From an optimization exercise on the open Yosys and OpenROAD flow, aimed at small area; shortcuts taken in it are not production practice. Only simulation tests tie the RTL to the original design; equivalence was not proved. No activity file was given, so power comes from the tool's default toggle rates. No driver is modelled on the clock port, so clocking that relies on it looks cheaper here than on a real chip.

===== flow/flow/run.sh =====
#!/bin/bash
# Own flow: the standard ORFS layout (standard.sh) with two changes.
#  1. Synthesis is the standard flow's own script (synth_recipe.tcl, unchanged), except that
#     ABC maps the logic with the area-oriented script flow/area.abc instead of
#     ORFS's delay-oriented one. The flip-flops are mapped by dfflibmap before
#     ABC runs, so the registers, their names and cells are the standard ones.
#  2. The port buffers that buffer_ports inserts are the smallest buffer cell.
# Each tool's output goes to ORFS's own per-step logs under orfs/logs; make's
# output goes to flow_make.log in this folder.
set -euo pipefail
W=$PWD
{
  printf 'proc abc {args} {\n'
  printf '  set i [lsearch $args -script]\n'
  printf '  if {$i >= 0} { set args [lreplace $args [expr {$i+1}] [expr {$i+1}] %s] }\n' "$W/flow/area.abc"
  printf '  yosys abc {*}$args\n'
  printf '}\n'
  cat synth_recipe.tcl
} > flow_synth.tcl
grep -q 'SYNTH_SCRIPT=' standard.sh
sed "s#SYNTH_SCRIPT=[^ ]*#SYNTH_SCRIPT=$W/flow_synth.tcl#" standard.sh > flow_standard.sh
export BUFFER_PORTS_ARGS="-buffer_cell sky130_fd_sc_hd__buf_1"
bash flow_standard.sh > flow_make.log 2>&1

===== flow/flow/area.abc =====
&get -n
&st
&dch
&nf -R 1000
&put
topo
stime -c
dnsize -c

===== flow/standard.sh =====
#!/bin/bash
# synth_recipe.tcl (not shown) runs the flow's synth.tcl, then flattens the netlist and writes it again
# the make line also repeats each setting of config.mk as NAME=value (left out here)
make -C /OpenROAD-flow-scripts/flow DESIGN_CONFIG=/design/flow/config.mk WORK_HOME=/design/flow/orfs CLKGATE_MAP_FILE= SYNTH_SCRIPT=/design/flow/synth_recipe.tcl "${@:-finish}"

===== flow/config.mk =====
export PLATFORM = sky130hd
export DESIGN_NAME = pipeCpu
export DESIGN_NICKNAME = pipeCpu
export VERILOG_FILES = /design/flow/design.v
export SDC_FILE = /design/flow/constraint.sdc
export NUM_CORES = 4
export LEC_CHECK = 0
export CAP_MARGIN = 20
export CORE_MARGIN = 2
export CORE_UTILIZATION = 40
export CTS_BUF_LIST = sky130_fd_sc_hd__clkbuf_16
export CTS_CLUSTER_DIAMETER = 100
export CTS_CLUSTER_SIZE = 30
export PLACE_DENSITY = 0.6
export SLEW_MARGIN = 20

===== flow/constraint.sdc =====
create_clock -name core_clock -period 10.0 [get_ports {clk}]
set_input_delay 2.0000 -clock core_clock [delete_from_list [all_inputs] [get_ports {clk}]]
set_output_delay 2.0000 -clock core_clock [all_outputs]
set_load 0.01 [all_outputs]

===== flow/design.v =====
`timescale 1ns/1ps
module pipeCpu (
    input  logic        clk,
    input  logic        rstN,
    output logic [31:0] pc,
    input  logic [31:0] inst,
    output logic [31:0] dataAddress,
    output logic [31:0] writeMemData,
    output logic        memRead,
    output logic        memWrite,
    input  logic [31:0] readMemData
);
    logic [2:0]  ph;         
    logic        p2;         
    logic [31:2] pcR;
    logic [27:0] aR;         
    logic [27:0] bR;         
    logic        aluC;
    logic        pcC;
    logic        flag;       
    logic [5:0] op;
    logic [5:0] fn;
    logic [4:0] rs;
    logic [4:0] rt;
    logic [4:0] rd;
    assign op = inst[31:26];
    assign fn = inst[5:0];
    assign rs = inst[25:21];
    assign rt = inst[20:16];
    assign rd = inst[15:11];
    logic isR, rAdd, rSub, rAnd, rOr, rSlt;
    logic iAddiu, iOri, iLui, iLw, iSw, iBeq, iBne, iJ, isBr;
    assign isR    = (op == 6'h00);
    assign rAdd   = isR && (fn == 6'h21);
    assign rSub   = isR && (fn == 6'h23);
    assign rAnd   = isR && (fn == 6'h24);
    assign rOr    = isR && (fn == 6'h25);
    assign rSlt   = isR && (fn == 6'h2a);
    assign iAddiu = (op == 6'h09);
    assign iOri   = (op == 6'h0d);
    assign iLui   = (op == 6'h0f);
    assign iLw    = (op == 6'h23);
    assign iSw    = (op == 6'h2b);
    assign iBeq   = (op == 6'h04);
    assign iBne   = (op == 6'h05);
    assign iJ     = (op == 6'h02);
    assign isBr   = iBeq || iBne;
    logic twoPass;
    logic ph0;
    logic ph7;
    logic last;
    assign twoPass = rSlt || iLw || iSw || isBr;
    assign ph0     = (ph == 3'd0);
    assign ph7     = (ph == 3'd7);
    assign last    = ph7 && (p2 || !twoPass);
    logic [31:0] rf [1:31];
    logic [31:0][3:0] bot;
    assign bot[0] = 4'd0;
    genvar g;
    generate
        for (g = 1; g < 32; g++) begin : gBot
            assign bot[g] = rf[g][3:0];
        end
    endgenerate
    logic [3:0] rd1;
    logic [3:0] rd2;
    assign rd1 = bot[rs];
    assign rd2 = bot[rt];
    logic       we;
    logic [4:0] wreg;
    logic [3:0] wdata;
    generate
        for (g = 1; g < 32; g++) begin : gReg
            always_ff @(posedge clk) begin
                rf[g] <= {(we && wreg == g) ? wdata : rf[g][3:0], rf[g][31:4]};
            end
        end
    endgenerate
    logic [3:0] iDig;
    logic [3:0] aOp;
    logic [3:0] bSrc;
    logic [3:0] bOp;
    logic       sub;
    logic       cin;
    logic [4:0] sum;
    logic [3:0] alu;
    logic       lt;
    logic [2:0] dIdx;
    logic [3:0] instDig;
    logic [1:0] ePrev;
    assign dIdx    = {ph[2] && !iLui, ph[1:0]};
    assign instDig = inst[{dIdx, 2'b00} +: 4];
    always_comb begin
        if (iLui)                iDig = ph[2] ? instDig : 4'd0;
        else if (iJ || !ph[2])   iDig = instDig;
        else if (iOri)           iDig = 4'd0;
        else                     iDig = {4{inst[15]}};
    end
    assign aOp  = iLui ? 4'd0 : rd1;
    assign bSrc = isR ? rd2 : iDig;
    assign sub  = rSub || rSlt;
    assign bOp  = sub ? ~bSrc : bSrc;
    assign cin  = ph0 ? sub : aluC;
    assign sum  = {1'b0, aOp} + {1'b0, bOp} + {4'd0, cin};
    assign lt   = (aOp[3] ^ bSrc[3]) ? aOp[3] : sum[3];
    always_comb begin
        if (rAnd)                    alu = aOp & bOp;
        else if (rOr || iOri || iLui) alu = aOp | bOp;
        else                         alu = sum[3:0];
    end
    assign memRead  = iLw && !p2 && ph7;
    assign memWrite = iSw && !p2 && ph7;
    assign wreg = isR ? rd : rt;
    always_comb begin
        if (!p2) begin
            we    = rAdd || rSub || rAnd || rOr || rSlt || iAddiu || iOri || iLui || (iLw && ph7);
            if (iLw)       wdata = readMemData[31:28];
            else if (rSlt) wdata = 4'd0;
            else           wdata = alu;
        end else begin
            we    = (iLw && !ph7) || (rSlt && ph0);
            wdata = rSlt ? {3'd0, flag} : aR[3:0];
        end
    end
    logic [3:0]  xDig;
    logic [3:0]  pcDig;
    logic [31:0] pcFull;
    logic        taken;
    logic [3:0]  xOp;
    logic [4:0]  pcSum;
    logic [3:0]  bIn;
    logic [31:0] bNext;
    assign xDig   = {iDig[1:0], ph0 ? 2'b00 : ePrev};
    assign pcFull = {pcR, 2'b11};
    assign pcDig  = pcFull[{ph, 2'b00} +: 4];
    assign taken  = iBeq ? flag : !flag;
    assign xOp    = (isBr && p2 && taken) ? xDig : 4'd0;
    assign pcSum  = {1'b0, pcDig} + {1'b0, xOp} + {4'd0, ph0 | pcC};
    always_comb begin
        if (iSw && !p2)       bIn = rd2;
        else if (iJ && !ph7)  bIn = xDig;
        else                  bIn = pcSum[3:0];
    end
    assign bNext = {bIn, bR};
    always_ff @(posedge clk or negedge rstN) begin
        if (!rstN) begin
            ph  <= 3'd0;
            p2  <= 1'b0;
        end else begin
            ph <= ph + 3'd1;
            if (ph7) p2 <= twoPass && !p2;
        end
    end
    always_ff @(posedge clk) begin
        if (!rstN)     pcR <= '0;
        else if (last) pcR <= bNext[31:2];
    end
    always_ff @(posedge clk) begin
        aluC <= sum[4];
        pcC  <= pcSum[4];
        bR   <= bNext[31:4];
        ePrev <= iDig[3:2];
        aR   <= memRead ? readMemData[27:0] : {alu, aR[27:4]};
        if (!p2) begin
            if (isBr)     flag <= (ph0 || flag) && (rd1 == rd2);
            else if (ph7) flag <= lt;
        end
    end
    assign pc           = {pcR, 2'b00};
    assign dataAddress  = {alu, aR};
    assign writeMemData = {rd2, bR};
endmodule

==> summary.txt, run 1 <==
Outcome:
- The run finished with no timing, DRC or antenna violations.

STA:
- Between clock sinks in the finished design, the worst skew comes to 25.6 ps.
- At the pin with the least slew margin, the transition time is around 1100 ps.
- The setup TNS is 0 ps.
- The remaining max-slew budget at the tightest pin is ~29%.
- Setup repair after global routing left no endpoint under its margin.
- Subtracting the final worst setup slack from the clock period gives 8410 ps.
- The worst path uses between 80% and 90% of the clock period.
- In the post-route analysis, the smallest setup slack over all paths is roughly 1600 ps.
- The number of pins exceeding their max-slew limit in the final report is 0.
- The count of endpoints failing setup in the final report is 0.
- The top achievable clock speed is between 0.1 and 0.15 GHz.
- The total count of hold-check failures in the final report is 0.

Detailed routing:
- Before antenna repair, the detailed router went through 4 iterations.
- The wire length the detailed router placed on met1 is around 25000 um.
- After detailed routing, the average wire length per cell comes to roughly 18 um.
- The post-detailed-routing wire length is between 50000 and 60000 um.
- The post-route DRC violation count is 0.
- The count of nets left with antenna violations once routing finished came out at 0.
- For this block, the via count after detailed routing is roughly 14k.
- After detailed routing, the met2 layer carries about 24000 um of wire.
- The per-cell via count in the routed design is 4.58.
- The sum of met3 wire segment lengths after detailed routing is ~2500 um.
- The uppermost metal layer occupied by signal nets is met5.
- The violation count after the first detailed-routing iteration is 885.

Logic synthesis:
- For this run, the register share of the synthesized area comes to ~80%.
- The combined area of all synthesized cells is ~27000 sq um.
- In this run, distinct cell masters in the synthesized netlist total 45.
- Yosys printed 2 warnings.
- The mean instance size in the synthesized netlist is around 14 sq um.
- The number of synthesized flops with an enable pin is 1.
- The number of instances in the synthesized netlist is about 1.9k.
- The dominant register cell in the synthesized netlist is dfxtp_1.
- After synthesis, the share of flip-flops with an asynchronous set or reset is 0.368%.
- The synthesized flop and latch total is roughly 1.1k.

Pwr:
- In this run the static leakage power is between 0.01 and 0.015 uW.
- The worst ir drop on vdd is about 150 uV.
- The power density over cell area is between 200 and 250 nW/um^2.

Critical path:
- On the critical path, the stage with the largest delay is an instance of buf_2.
- Counting buffers and inverters, the worst setup path is 15 cells deep.
- The number of buffers and inverters on the critical path is 4.
- The critical path goes through buf_2 > buf_4 > mux2i_1 > a21oi_1 > mux4_2 > mux2_1 > o21ai_0 > xnor2_1 > fa_1 > clkinv_1 > fa_1 > xnor2_1 > a21oi_1 > nor2_1 > buf_1.
- The number of cells on the worst reg-to-reg path is 20.
- The critical path is of the in -> out type.
- The largest incremental delay on the critical path is around 690 ps.
- STA puts the critical path data required time at roughly 8000 ps.
- In this design, the largest share of critical-path delay is due to buffers and inverters.
- The highest fanout seen on the critical path is 28.
- The critical path capture point type is an output port.
- The sort of element at the start of the critical path is an input pin.
- The data arrival time of the worst path is 6410 ps.

Floorplanning:
- about 160 I/O pins were placed.
- The floorplan step set the die height to 266 um.
- Once the floorplan was initialized, standard cells occupied roughly two fifths of the core.
- The initialized floorplan defines 95 standard-cell rows.
- The die covers 70600 sq um.
- The area of the placeable core is between 60000 and 70000 sq um.
- The x dimension of the die is 266 um.

Worst hold path:
- The number of cells on the worst hold path is 0.
- The min-delay analysis places its worst path in the category reg -> reg.

Placement:
- The setup slack after placement is ~1400 ps.
- During placement, the flow inserted port buffers numbering 161.
- The global placer's final weighted congestion is roughly 0.86.
- The estimated wirelength of the detail-placed design is about 38000 um.

Layout:
- The layout-stage area growth over the synthesis result is 10.9%.
- The most common cell after layout, fill and taps aside is dfxtp_1.
- The share of layout cells above drive strength 1 is under 10%.
- In the layout the commonest cells are dfxtp_1, nand2_1, o21ai_0, buf_1, nor2_1.
- The post-layout net count is 2207.

GRT:
- The number of global-route vias before repair is 13.1k.
- The pin count of the biggest net entering global routing is 39.
- The overall fraction of global-route tracks in use is between 10% and 20%.
- The first global-routing pass estimated 79400 um of wire.
- Summed over all layers, the global routing overflow is 0.
- The number of antenna violations at the first check in global routing is 2.

Clock network:
- Clock latency on the worst-skew pair, taken at its later pin, is approximately 600 ps.
- The maximum buffer depth of the clock tree is 3.
- After clock tree synthesis, the setup repair step added 0 buffers.
- The number of hold buffers added after CTS is 0.
- The tree built by TritonCTS fans out to 1087 sinks.
- The number of clock buffers inserted by TritonCTS is 42.
- The H-tree was split into 2 levels.
- The number of gates resized after CTS was 0.
- TritonCTS built the clock tree.
- The root buffer cell chosen for the clock tree is clkbuf_16.
- The CTS clock-pin slew for the worst setup and hold paths is 110 ps.

Run:
- The count of max-cap constraint violations is 0.
-- Yosys cell counts (9+ instances only) --
| cell | count | area (sq um) |
|---|---|---|
| ha_1 | 14 | 175 |
| mux4_2 | 86 | 1940 |
| dfxtp_1 | 1082 | 21700 |
| nor2b_1 | 10 | 62.6 |
| nand3_1 | 10 | 50.1 |
| nor2_1 | 118 | 443 |
| o21ai_0 | 160 | 801 |
| mux2_1 | 9 | 101 |
| nand2_1 | 245 | 920 |
| a21oi_1 | 40 | 200 |
| xnor2_1 | 9 | 78.8 |
| mux2i_1 | 12 | 120 |
| clkinv_1 | 20 | 75.1 |
-- area by class of cell --
class,count,area [sq um]
Fill cell,6013,37100
Sequential cell,1087,21800
Multi-Input combinational cell,797,5570
Tap cell,873,1090
Clock buffer,43,1080
Timing Repair Buffer,175,714
Inverter,20,75.1
Clock inverter,7,48.8
Antenna cell,1,2.50
-- where the power goes --
group	internal (uW)	switching (uW)
logic	65.1	129
registers	4390	31.0
clock network	787	1190
total	5250	1350
-- final timing paths --
path	start	endpoint	slack (ps)
max	inst[16]	dataAddress[30]	1590
min	rf[12][13]	rf[12][9]	320
max reg2reg	ph[0]	rf[22][31]	4690
min reg2reg	rf[12][13]	rf[12][9]	320
max in group asynchronous	rstN	ph[2]	8380
min in group asynchronous	rstN	ph[1]	1370
-- worst reg2reg max path, stage by stage, from the launching register on --
cell and delay [ps]:
dfrtp_1 560, buf_4 360, mux4_2 610, a21oi_1 180
a21oi_1 100, a31oi_1 240, nand2_1 80, o21ai_0 120
xnor2_1 180, fa_1 500, a21o_1 170, a21oi_1 170
xnor2_1 120, nand2_1 80, o211ai_1 90, o21a_1 200
a22oi_1 180, nor2_1 90, a31oi_4 570, buf_4 440
o21ai_0 140
-- sequential cells by signal, indices dropped and copies added, names as in the netlist, 2 cells and up --
| register | cells |
|---|---|
| ePrev | 2 |
| rf | 992 |
| pcR | 30 |
| ph | 3 |
| bR | 28 |
| aR | 28 |
-- routing by layer --
layer | vias to the layer above | global-route usage, %
li1 | 6771 | -
met3 | 81 | 2.45
met4 | 2 | 4.81
met5 | - | 0
met1 | 6568 | 20.9
met2 | 344 | 23.6
-- kinds of logic (layout without fill, tap and decap cells) --
kind of cell / count (synthesis) / in the layout / synth area share [%]
AO/OA/AOI/OAI: 240 / 240 / 4.73
XOR/XNOR: 12 / 12 / 0.384
adder cells (fa/ha/maj): 18 / 18 / 0.932
buffers and inverters: 22 / 245 / 0.329
flip-flops: 1087 / 1087 / 79.5
multiplexers: 107 / 107 / 7.88
other: 1 / 3 / 0.0137
AND/OR/NAND/NOR: 418 / 418 / 6.21
-- through the flow --
stage	instances	hold slack, ps	power (uW)	utilization [%]	cell area, sq um
2_1_floorplan	1906	310	4600	-	27400
3_3_place_gp	2952	310	4710	43.3	29200
3_5_place_dp	2952	312	4720	43.3	29200
4_1_cts	3002	320	6670	45.0	30400
5_1_grt	3002	321	6840	45.0	30400
6_report	3003	321	6600	45.0	30400
==> run 2, diff against run 1 <==
--- a/flow/flow/run.sh
+++ b/flow/flow/run.sh
@@ -21,3 +21,4 @@
 sed "s#SYNTH_SCRIPT=[^ ]*#SYNTH_SCRIPT=$W/flow_synth.tcl#" standard.sh > flow_standard.sh
 export BUFFER_PORTS_ARGS="-buffer_cell sky130_fd_sc_hd__buf_1"
+export CTS_ARGS="-sink_clustering_enable -repair_clock_nets -sink_clustering_size 30 -sink_clustering_max_diameter 100 -buf_list sky130_fd_sc_hd__clkbuf_16 -dont_use_dummy_load"
 bash flow_standard.sh > flow_make.log 2>&1
==> summary.txt, run 2 <==
Critical path:
- The required time of the worst setup path was 8000 ps (about the same).
- The worst setup slack for register-to-register paths was 4720 ps (+30 ps).
- The total stage count of the critical path is 15 (unchanged).
- The cell at the slowest stage of the critical path is buf_2.
- The number of buffers and inverters on the critical path is 4 (unchanged).
- In this run the critical register-to-register path is launched from ph[0].
- The capturing point of the worst reg2reg path is rf[22][31].
- On the critical path the largest part of the delay comes from buffers and inverters.
- The highest fanout seen on the critical path was 28 (unchanged).
- Following the worst setup path forward leads to its endpoint at dataAddress[30].
- The sort of element at the start of the critical path is an input pin.
- The critical path capture point type is an output port.
- The worst setup path is of the in -> out kind.
- The most critical setup path has its startpoint at inst[16].
- The signal on the critical path passes through buf_2 > buf_4 > mux2i_1 > a21oi_1 > mux4_2 > mux2_1 > o21ai_0 > xnor2_1 > fa_1 > clkinv_1 > fa_1 > xnor2_1 > a21oi_1 > nor2_1 > buf_1.
- The data arrival time of the worst path is 6400 ps (about the same).
- The number of cell instances on the worst register-to-register path is 20 (unchanged).
- The largest incremental delay on the critical path is 690 ps (about the same).

Clock network:
- The number of sinks handled by clock tree synthesis was 1087 (unchanged).
- The tree is rooted in a clkbuf_16.
- The insertion delay to the later sink of the worst-skew pair came to 600 ps (about the same).
- The buffers inserted during post-CTS setup optimization is 0 (unchanged).
- The number of clock buffers inserted by TritonCTS was 42 (unchanged).
- The quantity of gates resized following cts is 0 (unchanged).
- The maximum buffer depth of the clock tree came to 3 (unchanged).
- The H-tree depth came to 2 (unchanged).
- The number of hold buffers added after CTS is 0 (unchanged).
- The CTS clock-pin slew for the worst setup and hold paths is 110 ps (about the same).
- The CTS tree is done.

Layout:
- The footprint of the multi-input gates is 5570 sq um (unchanged).
- The most common cell after layout, fill and taps aside is dfxtp_1.
- The post-layout net count came to 2207 (unchanged).
- The cell area after layout is 30300 sq um (-0.24%).
- The area occupied by registers is 21800 sq um (unchanged).
- In the layout the commonest cells are dfxtp_1, nand2_1, o21ai_0, buf_1, nor2_1.
- The area growth from synthesis to layout is 10.6%.
- The register with the most flip-flops is rf.
- The largest registers in the layout are rf: 992 flops, pcR: 30 flops.
- The non-filler instance count after layout is 2995 (-0.27%).
- The number of flip-flops in the largest register is 992 (unchanged).
- The share of layout cells above drive strength 1 is 7.12% (-0.21 points).
- The number of filler instances in the final layout is 6014 (+0.017%).

STA:
- The setup skew after layout is 37.9 ps (+12.3 ps).
- The number of pins exceeding their max-slew limit in the final report is 0 (unchanged).
- The transition at the pin with the smallest max-transition slack is 1060 ps (+2.02 ps).
- The setup TNS is 0 ps (unchanged).
- The worst hold slack is 301 ps (-20.1 ps).
- The remaining max-slew budget at the tightest pin is 28.9% (+0.067 points).
- The final worst setup slack is 1600 ps (+10.2 ps).
- The time the final worst path needs with I/O delays and setup is 8400 ps (-10.2 ps).
- The portion of the clock cycle consumed by the worst path in the final layout is 84.0% (-0.10 points).
- Setup repair after global routing left no endpoint under its margin.
- The top achievable clock speed came to 0.119 GHz (+0.12%).
- The total count of hold-check failures in the final report is 0 (unchanged).
- The count of endpoints failing setup in the final report is 0 (unchanged).

Floorplanning:
- The area of the placeable core is 67500 sq um (unchanged).
- The die area was 70600 sq um (unchanged).
- The number of top-level pins is 164 (unchanged).
- The initial core utilization is 40.6% (unchanged).
- The cell row count is 95 (unchanged).
- The x dimension of the die is 266 um (unchanged).
- The die height was 266 um (unchanged).

Detailed routing:
- The total iterations of the first detailed-routing run is 5 (+1).
- The violation count after the first detailed-routing iteration was 889 (+0.45%).
- The post-detailed-routing wire length is 53100 um (-0.14%).
- The remaining antenna violation count after routing came to 0 (unchanged).
- The post-route DRC violation count is 0 (unchanged).
- The average wire per standard cell is 17.7 um (+0.12%).
- The total via count in the routed design is 13.7k (-0.12%).
- The per-cell via count in the routed design is 4.59 (+0.14%).

Logic synthesis:
- The most frequent cell after synthesis is dfxtp_1.
- The mean instance size in the synthesized netlist is 14.4 sq um (unchanged).
- The async set-or-reset flop fraction in the synthesized netlist was 0.368% (unchanged).
- Ranked by total cell area, the synthesized netlist is headed by dfxtp_1, mux4_2, nand2_1, o21ai_0, nor2_1.
- The distinct cell type count after synthesis is 45 (unchanged).
- The share of the yosys chip area belonging to registers is 79.5% (unchanged).
- Summed over all instances, the cell type with the most area after synthesis is dfxtp_1.
- The number of synthesized flops with an enable pin is 1 (unchanged).
- The number of instances in the synthesized netlist was 1905 (unchanged).
- The combined area of all synthesized cells was 27400 sq um (unchanged).
- The fraction of synthesized cell area taken by the top area cell type is 79.1% (unchanged).
- The commonest cells after synthesis are dfxtp_1, nand2_1, o21ai_0.
- The synthesized flop and latch total is 1087 (unchanged).
- The dominant register cell in the synthesized netlist is dfxtp_1.
- The number of synthesis warnings is 2 (unchanged).

Worst hold path:
- The min-delay analysis places its worst path in the category reg -> reg.

Pwr:
- The power density over cell area came to 216 nW/um^2 (-0.61%).
- The reported leakage power is 0.0117 uW (-0.34%).
- The worst ir drop on vdd was 137 uV (-8.4%).

GRT:
- The first-pass GRT wire length came to 79200 um (-0.14%).
- The number of global-route vias before repair came to 13.1k (-0.24%).
- The pin count of the biggest net entering global routing was 39 (unchanged).
- The overall fraction of global-route tracks in use came to 14.9% (-0.016 points).
- The sum of overflow across all layers after global routing is 0 (unchanged).
- The number of antenna violations at the first check in global routing was 2 (unchanged).

Placement:
- The number of instances in the placed design was 2952 (unchanged).
- The post-placement cell area is 29200 sq um (unchanged).
- The estimated wirelength of the detail-placed design is 38100 um (unchanged).
- The setup slack after placement is 1450 ps (unchanged).
- The global placer's final weighted congestion came to 0.865 (unchanged).
- The count of buffers inserted at the top-level ports is 161 (unchanged).

Outcome:
- The run finished with no timing, DRC or antenna violations.

Run:
- The count of max-cap constraint violations was 0 (unchanged).
[run 2: report_power, final]
group	leakage, uW	switching (uW)	internal [uW]	total [uW]
clock	0.000518	1160	760	1920
combinational	0.00239	128	65.1	193
sequential	0.00880	31.0	4390	4420
[run 2: cell families (layout without fill, tap and decap cells)]
family | Yosys count | after routing | share of synthesized area (%)
compound gates | 240 | 240 | 4.73
xor+xnor | 12 | 12 | 0.384
fa+ha+maj | 18 | 18 | 0.932
buf+inv | 22 | 237 | 0.329
flops | 1087 | 1087 | 79.5
mux | 107 | 107 | 7.88
other cells | 1 | 3 | 0.0137
simple gates | 418 | 418 | 6.21
[run 2: layer usage]
layer | share of wire (%) | up-vias | track usage [%]
met4 | 2.7 | 2 | 4.65
met3 | 4.8 | 80 | 2.45
met2 | 45 | 348 | 23.7
met1 | 48 | 6555 | 20.8
met5 | 0.023 | - | 0
li1 | - | 6764 | -
[run 2: how the worst min path moves through the flow]
stage	cells after the start	from	end	slack, ps
final	0	rf[1][11]	rf[1][7]	300
after global routing	0	rf[28][12]	rf[28][8]	310
after CTS	0	rf[1][11]	rf[1][7]	300
after detailed placement	0	rf[10][23]	rf[10][19]	310
after global placement	0	rf[10][23]	rf[10][19]	310
after floorplan	0	rf[10][4]	rf[10][0]	310
[run 2: worst reg2reg max path: cells and delay by family (launching register included)]
kind / cells / cell delay (ps)
buffers and inverters: 2 / 790
AOI/OAI and AO/OA: 11 / 2170
muxes: 1 / 610
and+or+nand+nor: 3 / 250
DFF: 1 / 550
xor gates and xnor gates: 2 / 300
adders and majority gates: 1 / 500
[run 2: stage by stage]
step	total power [uW]	utilization [%]
2_1_floorplan	4600	-
3_3_place_gp	4710	43.3
3_5_place_dp	4720	43.3
4_1_cts	6620	44.9
5_1_grt	6790	44.9
6_report	6540	44.9
[run 2: final cells by class]
| class | instances | share of cell area (%) |
|---|---|---|
| Clock buffer | 42 | 3.47 |
| Tap cell | 873 | 3.60 |
| Sequential cell | 1087 | 71.9 |
| Antenna cell | 1 | 0.00826 |
| Timing Repair Buffer | 175 | 2.36 |
| Inverter | 20 | 0.248 |
| Multi-Input combinational cell | 797 | 18.4 |
==> run 3, diff against run 2 <==
==> flow/flow/area.abc (replaced) <==
strash
dch -f
amap
topo
stime -c
dnsize -c
==> summary.txt, run 3 <==
Critical path:
- The highest fanout seen on the critical path was 7 (-75%).
- On the critical path the largest part of the delay comes from compound AO/OA/AOI/OAI gates.
- The largest incremental delay on the critical path came to 820 ps (+130 ps).
- The data arrival time of the worst path was 6700 ps (+300 ps).
- The cell at the slowest stage of the critical path is nor4_1.
- The number of buffers and inverters on the critical path is 6 (+2).
- The critical path goes through buf_1 > clkinv_1 > nor4_1 > nand2_1 > clkinv_1 > nor2_1 > o221ai_1 > a21oi_1 > o22ai_1 > clkinv_1 > o22ai_1 > nor2_1 > a21oi_1 > fa_1 > clkinv_1 > fa_1 > a21oi_1 > o21ai_0 > o22ai_1 > buf_1.
- The critical path capture point type is an output port.
- Among the stages of the critical path, the cell type that occurs most often is clkinv_1.
- The required time of the worst setup path is 8000 ps (about the same).
- The worst setup path is of the in -> out kind.
- The sort of element at the start of the critical path is an input pin.

Layout:
- The area occupied by registers is 21800 sq um (unchanged).
- The largest registers in the layout are rf: 992 flops, pcR: 30 flops.
- The non-filler instance count after layout came to 3024 (+0.97%).
- The register with the most flip-flops is rf.
- The footprint of the multi-input gates is 5000 sq um (-10%).
- The number of filler instances in the final layout is 6060 (+0.76%).
- The share of layout cells above drive strength 1 is 3.53% (-3.6 points).
- The most common cell after layout, fill and taps aside is dfxtp_1.
- The cell area after layout is 30200 sq um (-0.24%).
- The antenna diode count was 0 (-1).
- The number of flip-flops in the largest register is 992 (unchanged).
- In the layout the commonest cells are dfxtp_1, buf_1, o22a_1, clkinv_1, o22ai_1.
- The post-layout net count is 2237 (+1.4%).
- Compared with the post-synthesis result, the final layout area differs by 11.0%.

Placement:
- The estimated wirelength of the detail-placed design was 42100 um (+11%).
- The count of buffers inserted at the top-level ports was 161 (unchanged).
- The post-placement cell area is 29200 sq um (-0.33%).
- The global placer's final weighted congestion came to 0.886 (+2.5%).
- The number of instances in the placed design is 2981 (+0.98%).

GRT:
- The overall fraction of global-route tracks in use is 16.7% (+1.9 points).
- The pin count of the biggest net entering global routing came to 64 (+64%).
- The number of global-route vias before repair is 14.5k (+11%).
- The number of antenna violations at the first check in global routing is 1 (-1).
- The sum of overflow across all layers after global routing is 0 (unchanged).
- The first-pass GRT wire length is 90000 um (+14%).

Logic synthesis:
- The number of instances in the synthesized netlist is 1924 (+1.0%).
- Among all flip-flop cells after synthesis, the most frequent one is dfxtp_1.
- The fraction of synthesized cell area taken by the top area cell type was 79.5% (+0.48 points).
- The combined area of all synthesized cells came to 27200 sq um (-0.60%).
- The synthesized flop and latch total is 1087 (unchanged).
- The share of the yosys chip area belonging to registers is 80.0% (+0.48 points).
- The most frequent cell after synthesis is dfxtp_1.
- The cell type with the highest aggregate area in the netlist is dfxtp_1.
- By count the netlist is led by dfxtp_1, o22a_1, clkinv_1.
- The distinct cell type count after synthesis is 38 (-16%).
- The mean instance size in the synthesized netlist is 14.2 sq um (-1.6%).
- Sorting the synthesized cells by area gives the leading types as dfxtp_1, o22a_1, o22ai_1, o221ai_1, clkinv_1.
- The number of synthesis warnings came to 2 (unchanged).
- The async set-or-reset flop fraction in the synthesized netlist is 0.368% (unchanged).
- The number of synthesized flops with an enable pin came to 1 (unchanged).

Worst hold path:
- The tightest min-delay check is of the reg -> reg type.

Clock network:
- The maximum buffer depth of the clock tree came to 3 (unchanged).
- The CTS clock-pin slew for the worst setup and hold paths is 100 ps (about the same).
- The number of hold buffers added after CTS is 0 (unchanged).
- The quantity of gates resized following cts is 0 (unchanged).
- The CTS tree is done.
- The buffers inserted during post-CTS setup optimization is 0 (unchanged).
- The H-tree depth is 2 (unchanged).
- The cell sitting at the root of the clock tree is a clkbuf_16.
- The insertion delay to the later sink of the worst-skew pair is 630 ps (+30 ps).
- The number of sinks handled by clock tree synthesis came to 1087 (unchanged).
- The number of clock buffers inserted by TritonCTS is 43 (+2.4%).

Floorplanning:
- The area of the placeable core was 67300 sq um (-0.35%).
- The die area came to 70200 sq um (-0.59%).
- The x dimension of the die is 265 um (-0.30%).
- The cell row count is 95 (unchanged).
- The initial core utilization is 40.5% (-0.10 points).
- The number of top-level pins is 164 (unchanged).
- The die height is 265 um (-0.30%).

Detailed routing:
- The per-cell via count in the routed design came to 5.06 (+10%).
- The post-detailed-routing wire length is 60300 um (+14%).
- The post-route DRC violation count came to 0 (unchanged).
- The total iterations of the first detailed-routing run is 8 (+3).
- The average wire per standard cell was 19.9 um (+13%).
- The total via count in the routed design is 15.3k (+11%).
- The violation count after the first detailed-routing iteration is 1301 (+46%).
- The remaining antenna violation count after routing is 0 (unchanged).

STA:
- The portion of the clock cycle consumed by the worst path in the final layout came to 87.0% (+3.0 points).
- The number of pins exceeding their max-slew limit in the final report is 0 (unchanged).
- The time the final worst path needs with I/O delays and setup is 8700 ps (+299 ps).
- Setup repair after global routing left no endpoint under its margin.
- The remaining max-slew budget at the tightest pin was 27.1% (-1.8 points).
- The total count of hold-check failures in the final report was 0 (unchanged).
- The top achievable clock speed is 0.115 GHz (-3.4%).
- The setup TNS is 0 ps (unchanged).
- The count of endpoints failing setup in the final report is 0 (unchanged).
- The transition at the pin with the smallest max-transition slack came to 1090 ps (+26.6 ps).
- The setup skew after layout is 104 ps (+66.1 ps).

Pwr:
- The worst ir drop on vdd is 135 uV (-1.3%).
- The reported leakage power is 0.0111 uW (-4.8%).
- The total chip power came to 6900 uW (+5.5%).
- The power density over cell area is 228 nW/um^2 (+5.7%).

Outcome:
- The run finished with no timing, DRC or antenna violations.

Run:
- The count of max-cap constraint violations is 0 (unchanged).
==> run 3: cell count changes in the layout (fill, tap and decap cells not counted), moves of 66 or more <==
cell | previous run | this run
nand2_1 | 245 | 30
o21ai_0 | 159 | 20
o22a_1 | 2 | 130
clkinv_1 | 20 | 127
o22ai_1 | 8 | 108
mux4_2 | 86 | 0
o221ai_1 | 0 | 66
==> run 3: area by class of cell <==
type                            instances  area share, %
Clock buffer                           43           3.56
Inverter                              128           1.59
Multi-Input combinational cell        708           16.5
Sequential cell                      1087           72.1
Tap cell                              873           3.61
Timing Repair Buffer                  185           2.61
==> run 3: path summary, 6_finish.rpt <==
| check | startpoint | slack (ps) | to | cells past startpoint |
|---|---|---|---|---|
| max | inst[26] | 1300 | dataAddress[30] | 20 |
| min | rf[30][25] | 270 | rf[30][21] | 0 |
| max reg2reg | ph[0] | 4230 | rf[29][31] | 21 |
| min reg2reg | rf[30][25] | 270 | rf[30][21] | 0 |
| max in group asynchronous | rstN | 8340 | ph[0] | 2 |
| min in group asynchronous | rstN | 1400 | ph[2] | 2 |
==> run 3: power breakdown <==
group          switching, uW  total (uW)  leakage, uW  internal, uW
Sequential              54.2        4510      0.00882          4450
Clock                   1190        1970     0.000530           777
Combinational            288         423      0.00178           136
Total                   1530        6900       0.0111          5370
==> run 3: kinds of logic (layout without fill, tap and decap cells) <==
group           count (synthesis)  after routing  share of synthesized area (%)
fa+ha+maj                      18             18                          0.937
simple gates                  171            171                           2.75
other cells                     1              2                         0.0138
flops                        1087           1087                           80.0
buf+inv                       130            356                           1.82
compound gates                517            517                           14.5
==> run 3: worst register-to-register path, delay by kind of cell (launching register included) <==
family / cells / cell delay [ps]
flops: 1 / 340
buf+inv: 4 / 1450
fa+ha+maj: 1 / 270
compound gates: 14 / 3440
simple gates: 2 / 170
==> run 3: metal layers <==
metal	global-route usage, %	share of wire [%]	up-vias
li1	-	-	7339
met1	23.8	48	7453
met2	26.3	44	432
met3	2.57	5.3	90
met4	5.22	2.6	2
met5	0	0.022	-
==> run 3: through the flow <==
step	setup slack, ps	util, %	hold slack [ps]
2_1_floorplan	1920	-	310
3_3_place_gp	1330	43.3	310
3_5_place_dp	1310	43.3	312
4_1_cts	1290	44.9	269
5_1_grt	864	44.9	265
6_report	1300	44.9	268
==> run 4, diff against run 3 <==
--- a/flow/config.mk
+++ b/flow/config.mk
@@ -6,5 +6,5 @@
 export NUM_CORES = 4
 export LEC_CHECK = 0
-export CAP_MARGIN = 20
+export CAP_MARGIN = 0
 export CORE_MARGIN = 2
 export CORE_UTILIZATION = 40
@@ -13,3 +13,3 @@
 export CTS_CLUSTER_SIZE = 30
 export PLACE_DENSITY = 0.6
-export SLEW_MARGIN = 20
+export SLEW_MARGIN = 0
==> summary.txt, run 4 <==
Critical path:
- The critical path capture point type is an output port.
- The critical path's top delay family is compound AO/OA/AOI/OAI gates.
- The most used cell along the critical path is clkinv_1.
- The sort of element at the start of the critical path is an input pin.
- The largest incremental delay on the critical path was 820 ps (about the same).
- The data arrival time of the worst path is 6700 ps (about the same).
- The number of buffers and inverters on the critical path is 6 (unchanged).
- The highest fanout seen on the critical path is 7 (unchanged).
- The required time of the worst setup path is 8000 ps (about the same).
- The worst setup path category is in -> out.
- The cell at the slowest stage of the critical path is nor4_1.
- Walking the worst path, the cells encountered are buf_1 > clkinv_1 > nor4_1 > nand2_1 > clkinv_1 > nor2_1 > o221ai_1 > a21oi_1 > o22ai_1 > clkinv_1 > o22ai_1 > nor2_1 > a21oi_1 > fa_1 > clkinv_1 > fa_1 > a21oi_1 > o21ai_0 > o22ai_1 > buf_1.

Layout:
- In the layout the commonest cells are dfxtp_1, buf_1, o22a_1, clkinv_1, o22ai_1.
- The number of flip-flops in the largest register is 992 (unchanged).
- The largest registers in the layout are rf: 992 flops, pcR: 30 flops.
- The layout-stage area growth over the synthesis result is 11.0% (unchanged).
- The utilization of the core after routing is 44.9% (unchanged).
- The post-layout net count is 2237 (unchanged).
- The number of filler instances in the final layout was 6060 (unchanged).
- The antenna diode count was 0 (unchanged).
- The most common cell after layout, fill and taps aside is dfxtp_1.
- The share of layout cells above drive strength 1 is 3.53% (unchanged).
- Counting flops per register, the top entry is rf.
- The non-filler instance count after layout is 3024 (unchanged).

Placement:
- The setup slack after placement is 1310 ps (unchanged).
- The global placer's final weighted congestion is 0.886 (unchanged).
- The count of buffers inserted at the top-level ports is 161 (unchanged).
- The estimated wirelength of the detail-placed design came to 42100 um (unchanged).
- The number of instances in the placed design is 2981 (unchanged).

GRT:
- The number of antenna violations at the first check in global routing was 1 (unchanged).
- The pin count of the biggest net entering global routing is 64 (unchanged).
- The first-pass GRT wire length is 90000 um (unchanged).
- The sum of overflow across all layers after global routing is 0 (unchanged).
- The number of global-route vias before repair was 14.5k (unchanged).
- The overall fraction of global-route tracks in use is 16.7% (unchanged).

Worst hold path:
- The type of the most critical hold path is reg -> reg.

Logic synthesis:
- By area the synthesized netlist is led by dfxtp_1, o22a_1, o22ai_1, o221ai_1, clkinv_1.
- The mean instance size in the synthesized netlist came to 14.2 sq um (unchanged).
- The number of synthesis warnings is 2 (unchanged).
- Summed over all instances, the cell type with the most area after synthesis is dfxtp_1.
- The synthesized flop and latch total came to 1087 (unchanged).
- The most used flip-flop cell after synthesis is dfxtp_1.
- The most frequent cell after synthesis is dfxtp_1.
- The distinct cell type count after synthesis is 38 (unchanged).
- The share of the yosys chip area belonging to registers is 80.0% (unchanged).
- The combined area of all synthesized cells came to 27200 sq um (unchanged).
- Sorting the synthesized cells by how often they occur yields dfxtp_1, o22a_1, clkinv_1.
- The fraction of synthesized cell area taken by the top area cell type is 79.5% (unchanged).
- The number of synthesized flops with an enable pin is 1 (unchanged).
- The async set-or-reset flop fraction in the synthesized netlist is 0.368% (unchanged).
- The number of instances in the synthesized netlist is 1924 (unchanged).

STA:
- The total count of hold-check failures in the final report came to 0 (unchanged).
- The setup skew after layout was 104 ps (unchanged).
- The remaining max-slew budget at the tightest pin is 27.1% (unchanged).
- The count of endpoints failing setup in the final report was 0 (unchanged).
- The top achievable clock speed is 0.115 GHz (unchanged).
- The number of pins exceeding their max-slew limit in the final report is 0 (unchanged).
- Setup repair after global routing left no endpoint under its margin.
- The final worst setup slack is 1300 ps (unchanged).
- The transition at the pin with the smallest max-transition slack is 1090 ps (unchanged).
- The time the final worst path needs with I/O delays and setup was 8700 ps (unchanged).
- The setup TNS came to 0 ps (unchanged).
- The portion of the clock cycle consumed by the worst path in the final layout is 87.0% (unchanged).

Clock network:
- The maximum buffer depth of the clock tree is 3 (unchanged).
- The quantity of gates resized following cts is 0 (unchanged).
- The insertion delay to the later sink of the worst-skew pair came to 630 ps (about the same).
- The buffers inserted during post-CTS setup optimization is 0 (unchanged).
- The number of sinks handled by clock tree synthesis is 1087 (unchanged).
- The number of clock buffers inserted by TritonCTS came to 43 (unchanged).
- The CTS clock-pin slew for the worst setup and hold paths is 100 ps (about the same).
- The H-tree depth is 2 (unchanged).
- The CTS tree is done.
- The root buffer cell is clkbuf_16.
- The number of hold buffers added after CTS is 0 (unchanged).

Floorplanning:
- The initial core utilization is 40.5% (unchanged).
- The area of the placeable core is 67300 sq um (unchanged).
- The die area is 70200 sq um (unchanged).
- The number of top-level pins is 164 (unchanged).
- The die height is 265 um (unchanged).
- The cell row count is 95 (unchanged).
- The x dimension of the die came to 265 um (unchanged).

Pwr:
- The reported leakage power is 0.0111 uW (unchanged).
- The combinational power share is 6.1% (about the same).
- The portion of total power attributed to the clock network was 28.5% (about the same).
- The reported net switching power is 1530 uW (unchanged).
- The part of the total power dissipated in sequential elements is 65.3% (about the same).
- The switching portion of total power is 22.2% (unchanged).
- The worst ir drop on vdd came to 135 uV (unchanged).
- The power density over cell area is 228 nW/um^2 (unchanged).
- The internal power contribution is 5370 uW (unchanged).
- The total chip power is 6900 uW (unchanged).

Detailed routing:
- The average wire per standard cell is 19.9 um (unchanged).
- The post-route DRC violation count is 0 (unchanged).
- The total via count in the routed design was 15.3k (unchanged).
- The remaining antenna violation count after routing is 0 (unchanged).
- The total iterations of the first detailed-routing run is 8 (unchanged).
- The violation count after the first detailed-routing iteration is 1301 (unchanged).
- The per-cell via count in the routed design is 5.06 (unchanged).
- The post-detailed-routing wire length is 60300 um (unchanged).

Run:
- The count of max-cap constraint violations came to 0 (unchanged).

Outcome:
- The run finished with no timing, DRC or antenna violations.
-- run 4: cell counts in the layout (fill, tap and decap cells not counted) --
No cell type changed its count.
-- run 4: stage by stage --
| step | area [sq um] | hold WS (ps) |
|---|---|---|
| floorplan | 27200 | 310 |
| global placement | 29200 | 310 |
| detailed placement | 29200 | 312 |
| CTS | 30200 | 269 |
| global route | 30200 | 265 |
| finish | 30200 | 268 |
-- run 4: metal layers --
| metal | vias to the layer above | GRT usage [%] | part of all wire, % |
|---|---|---|---|
| li1 | 7339 | - | - |
| met1 | 7453 | 23.8 | 48 |
| met2 | 432 | 26.3 | 44 |
| met3 | 90 | 2.57 | 5.3 |
| met4 | 2 | 5.22 | 2.6 |
| met5 | - | 0 | 0.022 |
-- run 4: worst reg2reg max path, delay by kind of cell (launching register included) --
family / cells / cell delay [ps]
buf+inv: 4 / 1450
compound gates: 14 / 3440
fa+ha+maj: 1 / 270
flops: 1 / 340
simple gates: 2 / 170
-- run 4: path summary, 6_finish.rpt --
check / start / endpoint / slack, ps / depth (start not counted)
min in group asynchronous: rstN / ph[2] / 1400 / 2
max reg2reg: ph[0] / rf[29][31] / 4230 / 21
min reg2reg: rf[30][25] / rf[30][21] / 270 / 0
max in group asynchronous: rstN / ph[0] / 8340 / 2
max: inst[26] / dataAddress[30] / 1300 / 20
min: rf[30][25] / rf[30][21] / 270 / 0
-- run 4: kinds of logic (layout without fill, tap and decap cells) --
| family | Yosys count | in the layout | synth area share, % |
|---|---|---|---|
| fa+ha+maj | 18 | 18 | 0.937 |
| compound gates | 517 | 517 | 14.5 |
| other cells | 1 | 2 | 0.0138 |
| flops | 1087 | 1087 | 80.0 |
| simple gates | 171 | 171 | 2.75 |
| buf+inv | 130 | 356 | 1.82 |
-- run 4: power groups by stage --
stage	clock, uW	combinational [uW]	sequential [uW]
floorplan	0	194	4610
global placement	0	424	4600
detailed placement	0	426	4610
CTS	2030	428	4510
global route	2180	452	4520
finish	1970	423	4510
-- run 4: area by class of cell --
cell class                 count  area, sq um  area share, %
sequential                  1087        21800           72.1
timing repair buffer         185          788           2.61
inverter                     128          480           1.59
clock buffer                  43         1080           3.56
tap                          873         1090           3.61
multi-input combinational    708         5000           16.5
==> run 5, diff against run 4 <==
--- a/flow/flow/run.sh
+++ b/flow/flow/run.sh
@@ -21,4 +21,4 @@
 sed "s#SYNTH_SCRIPT=[^ ]*#SYNTH_SCRIPT=$W/flow_synth.tcl#" standard.sh > flow_standard.sh
 export BUFFER_PORTS_ARGS="-buffer_cell sky130_fd_sc_hd__buf_1"
-export CTS_ARGS="-sink_clustering_enable -repair_clock_nets -sink_clustering_size 30 -sink_clustering_max_diameter 100 -buf_list sky130_fd_sc_hd__clkbuf_16 -dont_use_dummy_load"
+export CTS_ARGS="-sink_clustering_enable -repair_clock_nets -sink_clustering_size 30 -sink_clustering_max_diameter 100 -buf_list sky130_fd_sc_hd__clkbuf_16 -dont_use_dummy_load -root_buf sky130_fd_sc_hd__clkbuf_8 -tree_buf sky130_fd_sc_hd__clkbuf_8"
 bash flow_standard.sh > flow_make.log 2>&1
--- a/flow/config.mk
+++ b/flow/config.mk
@@ -6,5 +6,5 @@
 export NUM_CORES = 4
 export LEC_CHECK = 0
-export CAP_MARGIN = 0
+export CAP_MARGIN = 20
 export CORE_MARGIN = 2
 export CORE_UTILIZATION = 40
@@ -13,3 +13,3 @@
 export CTS_CLUSTER_SIZE = 30
 export PLACE_DENSITY = 0.6
-export SLEW_MARGIN = 0
+export SLEW_MARGIN = 20
==> summary.txt, run 5 <==
Outcome:
- The flow ran to the end and the layout has no timing, DRC or antenna violations.

Floorplanning:
- The area of the placeable core is 67300 sq um (unchanged).
- The die height is 265 um (unchanged).
- The die area is 70200 sq um (unchanged).
- The initial core utilization is 40.5% (unchanged).
- The number of top-level pins is 164 (unchanged).
- The x dimension of the die came to 265 um (unchanged).
- The cell row count is 95 (unchanged).

Layout:
- The cell area after layout was 30200 sq um (-0.18%).
- The utilization of the core after routing came to 44.9% (-0.080 points).
- The largest registers in the layout are rf: 992 flops, pcR: 30 flops.
- The layout-stage area growth over the synthesis result is 10.8%.
- The share of layout cells above drive strength 1 was 3.53% (unchanged).
- The most common cell after layout, fill and taps aside is dfxtp_1.
- The post-layout net count is 2237 (unchanged).
- In the layout the commonest cells are dfxtp_1, buf_1, o22a_1, clkinv_1, o22ai_1.
- The number of flip-flops in the largest register was 992 (unchanged).
- The register with the most flip-flops is rf.

Pwr:
- The reported leakage power is 0.0111 uW (-0.23%).
- The power density over cell area is 227 nW/um^2 (-0.63%).
- The worst ir drop on vdd is 134 uV (-0.52%).

STA:
- The time the final worst path needs with I/O delays and setup is 8730 ps (+23.9 ps).
- The top achievable clock speed is 0.115 GHz (-0.27%).
- The count of endpoints failing setup in the final report is 0 (unchanged).
- The worst hold slack is 250 ps (-17.9 ps).
- The setup skew after layout came to 143 ps (+39.0 ps).
- The portion of the clock cycle consumed by the worst path in the final layout is 87.3% (+0.24 points).
- The setup TNS came to 0 ps (unchanged).
- The number of pins exceeding their max-slew limit in the final report is 0 (unchanged).
- The total count of hold-check failures in the final report is 0 (unchanged).
- Setup repair after global routing left no endpoint under its margin.
- The remaining max-slew budget at the tightest pin is 29.9% (+2.8 points).
- The transition at the pin with the smallest max-transition slack is 1040 ps (-41.7 ps).

Detailed routing:
- The remaining antenna violation count after routing is 0 (unchanged).
- The total via count in the routed design is 15.4k (+0.41%).
- The total iterations of the first detailed-routing run is 6 (-2).
- The average wire per standard cell is 20.0 um (about the same).
- The post-route DRC violation count is 0 (unchanged).
- The post-detailed-routing wire length is 60400 um (about the same).
- The violation count after the first detailed-routing iteration is 1429 (+9.8%).
- The per-cell via count in the routed design was 5.08 (+0.38%).

Logic synthesis:
- The mean instance size in the synthesized netlist is 14.2 sq um (unchanged).
- The combined area of all synthesized cells is 27200 sq um (unchanged).
- The async set-or-reset flop fraction in the synthesized netlist is 0.368% (unchanged).
- The number of synthesized flops with an enable pin is 1 (unchanged).
- In the synthesized netlist the dominant register cell turns out to be dfxtp_1.
- Among all cell types in the netlist, the one instantiated most often is dfxtp_1.
- The number of instances in the synthesized netlist came to 1924 (unchanged).
- The distinct cell type count after synthesis is 38 (unchanged).
- The fraction of synthesized cell area taken by the top area cell type is 79.5% (unchanged).
- Ranked by total cell area, the synthesized netlist is headed by dfxtp_1, o22a_1, o22ai_1, o221ai_1, clkinv_1.
- Of all cell types, the one taking the most synthesized area is dfxtp_1.
- The synthesized flop and latch total is 1087 (unchanged).
- The share of the yosys chip area belonging to registers came to 80.0% (unchanged).
- The number of synthesis warnings is 2 (unchanged).
- Ranked by instance count, the synthesized netlist is headed by dfxtp_1, o22a_1, clkinv_1.

Placement:
- The post-placement cell area is 29200 sq um (unchanged).
- The global placer's final weighted congestion was 0.886 (unchanged).
- The estimated wirelength of the detail-placed design was 42100 um (unchanged).
- The count of buffers inserted at the top-level ports was 161 (unchanged).

Worst hold path:
- The number of cells on the worst hold path is 0 (unchanged).
- The capture endpoint of the worst hold path is rf[26][2].
- The type of the most critical hold path is reg -> reg.
- The worst hold path startpoint is rf[26][6].

GRT:
- The overall fraction of global-route tracks in use is 16.8% (+0.018 points).
- The number of antenna violations at the first check in global routing is 2 (+1).
- The pin count of the biggest net entering global routing came to 64 (unchanged).
- The number of global-route vias before repair is 14.5k (-0.048%).
- The first-pass GRT wire length is 90000 um (about the same).
- The sum of overflow across all layers after global routing was 0 (unchanged).

Clock network:
- The buffers inserted during post-CTS setup optimization is 0 (unchanged).
- The insertion delay to the later sink of the worst-skew pair was 760 ps (+130 ps).
- The number of clock buffers inserted by TritonCTS is 43 (unchanged).
- The H-tree depth came to 2 (unchanged).
- TritonCTS built the clock tree.
- The maximum buffer depth of the clock tree was 3 (unchanged).
- The number of hold buffers added after CTS is 0 (unchanged).
- The quantity of gates resized following cts is 0 (unchanged).
- The root buffer cell is clkbuf_8.
- The CTS clock-pin slew for the worst setup and hold paths was 100 ps (about the same).
- The number of sinks handled by clock tree synthesis is 1087 (unchanged).

Critical path:
- In this run the critical register-to-register path is captured at rf[29][31].
- The cell at the slowest stage of the critical path is nor4_1.
- The worst setup path is captured at an output port.
- The number of cell instances on the worst register-to-register path is 21 (unchanged).
- The start of the worst register-to-register path is ph[0].
- The sort of element at the start of the critical path is an input pin.
- The critical path in this run is classified as in -> out.
- The largest incremental delay on the critical path is 820 ps (about the same).
- The worst setup slack for register-to-register paths is 4200 ps (-30 ps).
- The required time of the worst setup path is 8000 ps (about the same).
- The highest fanout seen on the critical path was 7 (unchanged).
- The most numerous cell type found on the critical path is clkinv_1.
- The worst setup path startpoint is inst[26].
- The critical path goes through buf_1 > clkinv_1 > nor4_1 > nand2_1 > clkinv_1 > nor2_1 > o221ai_1 > a21oi_1 > o22ai_1 > clkinv_1 > o22ai_1 > nor2_1 > a21oi_1 > fa_1 > clkinv_1 > fa_1 > a21oi_1 > o21ai_0 > o22ai_1 > buf_1.
- The data arrival time of the worst path came to 6730 ps (+30 ps).

Run:
- The count of max-cap constraint violations is 0 (unchanged).
## run 5: cell counts after synthesis
Identical to the previous run, type by type.
## run 5: metrics by stage
step	instances	setup slack (ps)	power, uW
after floorplan	1925	1920	4800
after global placement	2981	1330	5030
after detailed placement	2981	1310	5030
after CTS	3024	1290	6910
after global routing	3025	864	7100
final	3025	1270	6840
## run 5: kinds of logic (layout without fill, tap and decap cells)
kind of cell	Yosys count	count (layout)	share of synthesized area, %
AO/OA/AOI/OAI	517	517	14.5
AND/OR/NAND/NOR	171	171	2.75
buffers and inverters	130	356	1.82
flip-flops	1087	1087	80.0
adder cells (fa/ha/maj)	18	18	0.937
other	1	3	0.0138
## run 5: power by group
| group | switching [uW] | leakage (uW) | internal (uW) | total [uW] |
|---|---|---|---|---|
| Sequential | 54.0 | 0.00882 | 4450 | 4510 |
| Clock | 1190 | 0.000504 | 724 | 1910 |
| Combinational | 289 | 0.00178 | 136 | 424 |
## run 5: layout make-up
type,instances,area [sq um]
Fill cell,6067,37100
Sequential cell,1087,21800
Multi-Input combinational cell,708,5000
Tap cell,873,1090
Clock buffer,43,1020
Timing Repair Buffer,185,788
Inverter,128,480
Antenna cell,1,2.50
## run 5: worst max-delay path by stage
stage,endpoint,slack (ps),cells past startpoint
floorplan,dataAddress[30],1920,12
global placement,dataAddress[30],1330,20
detailed placement,dataAddress[30],1310,20
CTS,dataAddress[30],1290,20
global route,dataAddress[30],860,20
finish,dataAddress[30],1270,20
## run 5: critical path, delay by kind of cell
| family | cells | cell delay (ps) |
|---|---|---|
| simple gates | 4 | 1330 |
| fa+ha+maj | 2 | 710 |
| buf+inv | 6 | 1170 |
| compound gates | 8 | 1510 |
## run 5: layer usage
| layer | share of wire, % | routed length [um] | vias up | GRT usage (%) |
|---|---|---|---|---|
| met4 | 2.4 | 1430 | 2 | 4.46 |
| met3 | 5.7 | 3430 | 93 | 2.76 |
| met1 | 47 | 28600 | 7468 | 24.0 |
| met5 | 0.022 | 13 | - | 0 |
| li1 | - | - | 7340 | - |
| met2 | 45 | 26900 | 476 | 26.4 |
==> run 6, diff against run 5 <==
==> flow/flow/run.sh (replaced) <==
#!/bin/bash
set -euo pipefail
W=$PWD
{
  printf 'proc abc {args} {\n'
  printf '  set i [lsearch $args -script]\n'
  printf '  if {$i >= 0} { set args [lreplace $args [expr {$i+1}] [expr {$i+1}] %s] }\n' "$W/flow/area.abc"
  printf '  yosys abc {*}$args\n'
  printf '}\n'
  cat synth_recipe.tcl
} > flow_synth.tcl
grep -q 'SYNTH_SCRIPT=' standard.sh
sed "s#SYNTH_SCRIPT=[^ ]*#SYNTH_SCRIPT=$W/flow_synth.tcl#" standard.sh > flow_standard.sh
export BUFFER_PORTS_ARGS="-buffer_cell sky130_fd_sc_hd__buf_1"
export CTS_ARGS="-sink_clustering_enable -repair_clock_nets -sink_clustering_size 34 -sink_clustering_max_diameter 80 -buf_list sky130_fd_sc_hd__clkbuf_16 -root_buf sky130_fd_sc_hd__clkbuf_8 -tree_buf sky130_fd_sc_hd__clkbuf_8 -dont_use_dummy_load"
bash flow_standard.sh > flow_make.log 2>&1
==> summary.txt, run 6 <==
Layout:
- In the final layout, the registers with the most flip-flops are rf: 992 flops, pcR: 30 flops.
- The top cell types in the final layout, fill and taps aside, are dfxtp_1, buf_1, o22a_1, clkinv_1, o22ai_1.
- The share of layout cells above drive strength 1 is 3.49% (-0.045 points).
- The layout-stage area growth over the synthesis result was 10.7% (about the same).
- Leaving out fill and tap cells, the most frequent cell in the layout is dfxtp_1.
- The number of flip-flops in the largest register is 992 (unchanged).
- More flip-flops sit in one register than any other, and that register is rf.
- The post-layout net count is 2236 (-0.045%).

Floorplanning:
- The area of the placeable core was 67300 sq um (unchanged).
- The cell row count is 95 (unchanged).
- The die area was 70200 sq um (unchanged).
- The x dimension of the die came to 265 um (unchanged).
- The die height is 265 um (unchanged).
- The number of top-level pins is 164 (unchanged).
- The initial core utilization is 40.5% (unchanged).

Critical path:
- The start of the worst register-to-register path is ph[0].
- The largest incremental delay on the critical path is 790 ps (-30 ps).
- The required time of the worst setup path came to 8000 ps (about the same).
- STA classifies the critical path endpoint as an output port.
- The sort of element at the start of the critical path is an input pin.
- The number of cell instances on the worst register-to-register path is 21 (unchanged).
- Walking the worst path, the cells encountered are buf_1 > clkinv_1 > nor4_1 > nand2_1 > clkinv_1 > nor2_1 > o221ai_1 > a21oi_1 > o22ai_1 > clkinv_1 > o22ai_1 > nor2_1 > a21oi_1 > fa_1 > clkinv_1 > fa_1 > a21oi_1 > o21ai_0 > o22ai_1 > buf_1.
- The data arrival time of the worst path is 6650 ps (-80 ps).
- The worst setup path category is in -> out.
- The highest fanout seen on the critical path is 7 (unchanged).
- The largest individual stage delay along the critical path comes from the cell nor4_1.
- Counting stages on the worst path, the most repeated cell is clkinv_1.
- In this run the critical register-to-register path is captured at rf[29][31].
- The worst setup slack for register-to-register paths was 4270 ps (+70 ps).

GRT:
- The sum of overflow across all layers after global routing came to 0 (unchanged).
- The number of antenna violations at the first check in global routing is 2 (unchanged).
- The number of global-route vias before repair is 14.5k (-0.30%).
- The pin count of the biggest net entering global routing is 64 (unchanged).
- The first-pass GRT wire length was 89900 um (-0.18%).
- The overall fraction of global-route tracks in use is 16.8% (about the same).

Worst hold path:
- The number of cells on the worst hold path is 0 (unchanged).
- The worst hold path startpoint is rf[26][21].
- For hold timing, the worst endpoint is rf[26][17].
- The tightest min-delay check is of the reg -> reg type.

STA:
- The count of endpoints failing setup in the final report is 0 (unchanged).
- Setup repair after global routing left no endpoint under its margin.
- The total count of hold-check failures in the final report is 0 (unchanged).
- The remaining max-slew budget at the tightest pin was 27.8% (-2.1 points).
- The number of pins exceeding their max-slew limit in the final report is 0 (unchanged).
- The portion of the clock cycle consumed by the worst path in the final layout is 86.5% (-0.74 points).
- The setup skew after layout is 79.7 ps (-63.3 ps).
- The top achievable clock speed is 0.116 GHz (+0.86%).
- The setup TNS is 0 ps (unchanged).
- The time the final worst path needs with I/O delays and setup is 8650 ps (-74.0 ps).
- The transition at the pin with the smallest max-transition slack is 1070 ps (+30.8 ps).

Clock network:
- The H-tree depth is 2 (unchanged).
- The insertion delay to the later sink of the worst-skew pair came to 720 ps (-40 ps).
- The maximum buffer depth of the clock tree is 3 (unchanged).
- The number of sinks handled by clock tree synthesis came to 1087 (unchanged).
- The number of hold buffers added after CTS came to 0 (unchanged).
- The CTS clock-pin slew for the worst setup and hold paths is 110 ps (about the same).
- The number of clock buffers inserted by TritonCTS is 42 (-2.3%).
- The CTS tree is done.
- The quantity of gates resized following cts is 0 (unchanged).
- In this run the clock root is driven by a clkbuf_8.
- The buffers inserted during post-CTS setup optimization is 0 (unchanged).

Placement:
- The estimated wirelength of the detail-placed design came to 42100 um (unchanged).
- The count of buffers inserted at the top-level ports was 161 (unchanged).
- The global placer's final weighted congestion came to 0.886 (unchanged).

Logic synthesis:
- The mean instance size in the synthesized netlist is 14.2 sq um (unchanged).
- The async set-or-reset flop fraction in the synthesized netlist came to 0.368% (unchanged).
- By area the synthesized netlist is led by dfxtp_1, o22a_1, o22ai_1, o221ai_1, clkinv_1.
- The share of the yosys chip area belonging to registers is 80.0% (unchanged).
- In the post-synthesis netlist, the cell with the most instances is dfxtp_1.
- The number of instances in the synthesized netlist is 1924 (unchanged).
- The dominant register cell in the synthesized netlist is dfxtp_1.
- The combined area of all synthesized cells is 27200 sq um (unchanged).
- The number of synthesized flops with an enable pin is 1 (unchanged).
- The synthesized flop and latch total is 1087 (unchanged).
- The commonest cells after synthesis are dfxtp_1, o22a_1, clkinv_1.
- The cell type with the highest aggregate area in the netlist is dfxtp_1.
- The distinct cell type count after synthesis is 38 (unchanged).
- The number of synthesis warnings was 2 (unchanged).
- The fraction of synthesized cell area taken by the top area cell type is 79.5% (unchanged).

Run:
- The count of max-cap constraint violations is 0 (unchanged).

Detailed routing:
- The post-detailed-routing wire length is 60400 um (about the same).
- The violation count after the first detailed-routing iteration is 1307 (-8.5%).
- The average wire per standard cell was 20.0 um (about the same).
- The per-cell via count in the routed design is 5.07 (-0.22%).
- The total via count in the routed design is 15.3k (-0.25%).
- The post-route DRC violation count is 0 (unchanged).
- The remaining antenna violation count after routing is 0 (unchanged).
- The total iterations of the first detailed-routing run is 6 (unchanged).

Pwr:
- The worst ir drop on vdd is 107 uV (-20%).
- The total chip power is 6820 uW (-0.34%).
- The reported leakage power was 0.0111 uW (-0.11%).
- The power density over cell area is 226 nW/um^2 (-0.26%).

Outcome:
- The run finished with no timing, DRC or antenna violations.
==> run 6: cell types whose count changed in the layout (fill, tap and decap cells not counted) <==
| cell | change |
|---|---|
| clkbuf_16 | -1 |
==> run 6: how the worst max path moves through the flow <==
stage,cells past startpoint,startpoint,slack [ps],end
3_5_place_dp,20,inst[26],1310,dataAddress[30]
4_1_cts,20,inst[26],1290,dataAddress[30]
6_report,20,inst[26],1350,dataAddress[30]
5_1_grt,20,inst[26],860,dataAddress[30]
3_3_place_gp,20,inst[26],1330,dataAddress[30]
2_1_floorplan,12,inst[31],1920,dataAddress[30]
==> run 6: stage by stage <==
stage / worst slack [ps] / area (sq um) / hold slack, ps / utilization [%] / instances
2_1_floorplan: 1920 / 27200 / 310 / - / 1925
3_3_place_gp: 1330 / 29200 / 310 / 43.3 / 2981
3_5_place_dp: 1310 / 29200 / 312 / 43.3 / 2981
4_1_cts: 1290 / 30100 / 248 / 44.8 / 3023
5_1_grt: 864 / 30100 / 238 / 44.8 / 3024
6_report: 1350 / 30100 / 250 / 44.8 / 3024
==> run 6: kinds of logic (layout without fill, tap and decap cells) <==
family	count (synthesis)	in the layout	share of synthesized area [%]
flops	1087	1087	80.0
compound gates	517	517	14.5
simple gates	171	171	2.75
buf+inv	130	355	1.82
fa+ha+maj	18	18	0.937
other cells	1	3	0.0138
==> run 6: cell type report <==
| type | instances | area, sq um |
|---|---|---|
| diodes | 1 | 2.50 |
| multi-input cells | 708 | 5000 |
| flip-flops and latches | 1087 | 21800 |
| well taps | 873 | 1090 |
| clock buffers | 42 | 995 |
| inverters | 128 | 480 |
| repair buffers | 185 | 788 |
| fillers | 6066 | 37100 |
==> run 6: power by group <==
group	total [uW]	switching (uW)	leakage, uW	internal (uW)
Sequential	4510	54.2	0.00882	4450
Clock	1890	1180	0.000492	708
Combinational	425	290	0.00178	136
Total	6820	1520	0.0111	5300
==> run 6: worst max-delay path, delay by kind of cell <==
family / cells / cell delay, ps
buffers and inverters: 6 / 1150
and+or+nand+nor: 4 / 1300
adders and majority gates: 2 / 710
AOI/OAI and AO/OA: 8 / 1500
==> run 6: per-layer routing <==
| metal | part of all wire [%] | GRT usage, % | up-vias |
|---|---|---|---|
| met2 | 44 | 26.3 | 473 |
| li1 | - | - | 7342 |
| met5 | 0.022 | 0 | - |
| met1 | 48 | 23.8 | 7436 |
| met4 | 2.3 | 4.23 | 2 |
| met3 | 5.6 | 3.18 | 87 |

static timing again, ports no longer ideal:
In the flow no input, the clock included, has a driving cell. The finished layouts below were timed again as built, in two steps.
Step 1: set_driving_cell puts a clkbuf_16 on clk and a buf_2 on each other input, an assumption about the parent block.
Step 2 moves the port delays by t, midway between the first and last clock arrival at a register: inputs arrive t later, outputs are due t later. That takes back most of the time a late clock gives input paths.
Slacks: ideal / step 1 / step 2; pairs: ideal / step 1.
run | t, ns | setup slack, ns | worst register clock-pin slew, ns
run 1 | 0.649 | 1.585 / 1.483 / 1.483 | 0.11 / 0.11
run 2 | 0.640 | 1.596 / 1.493 / 1.493 | 0.11 / 0.11
run 3 | 0.631 | 1.297 / 1.256 / 1.256 | 0.11 / 0.11
run 4 | 0.631 | 1.297 / 1.256 / 1.256 | 0.11 / 0.11
run 5 | 0.744 | 1.273 / 1.232 / 1.232 | 0.11 / 0.11
run 6 | 0.739 | 1.347 / 1.308 / 1.308 | 0.12 / 0.12
After both steps every run listed still meets setup and hold. The setup slack of run 2, which loses most, moves by -0.103 ns with the drivers and by -0.103 ns with both steps.
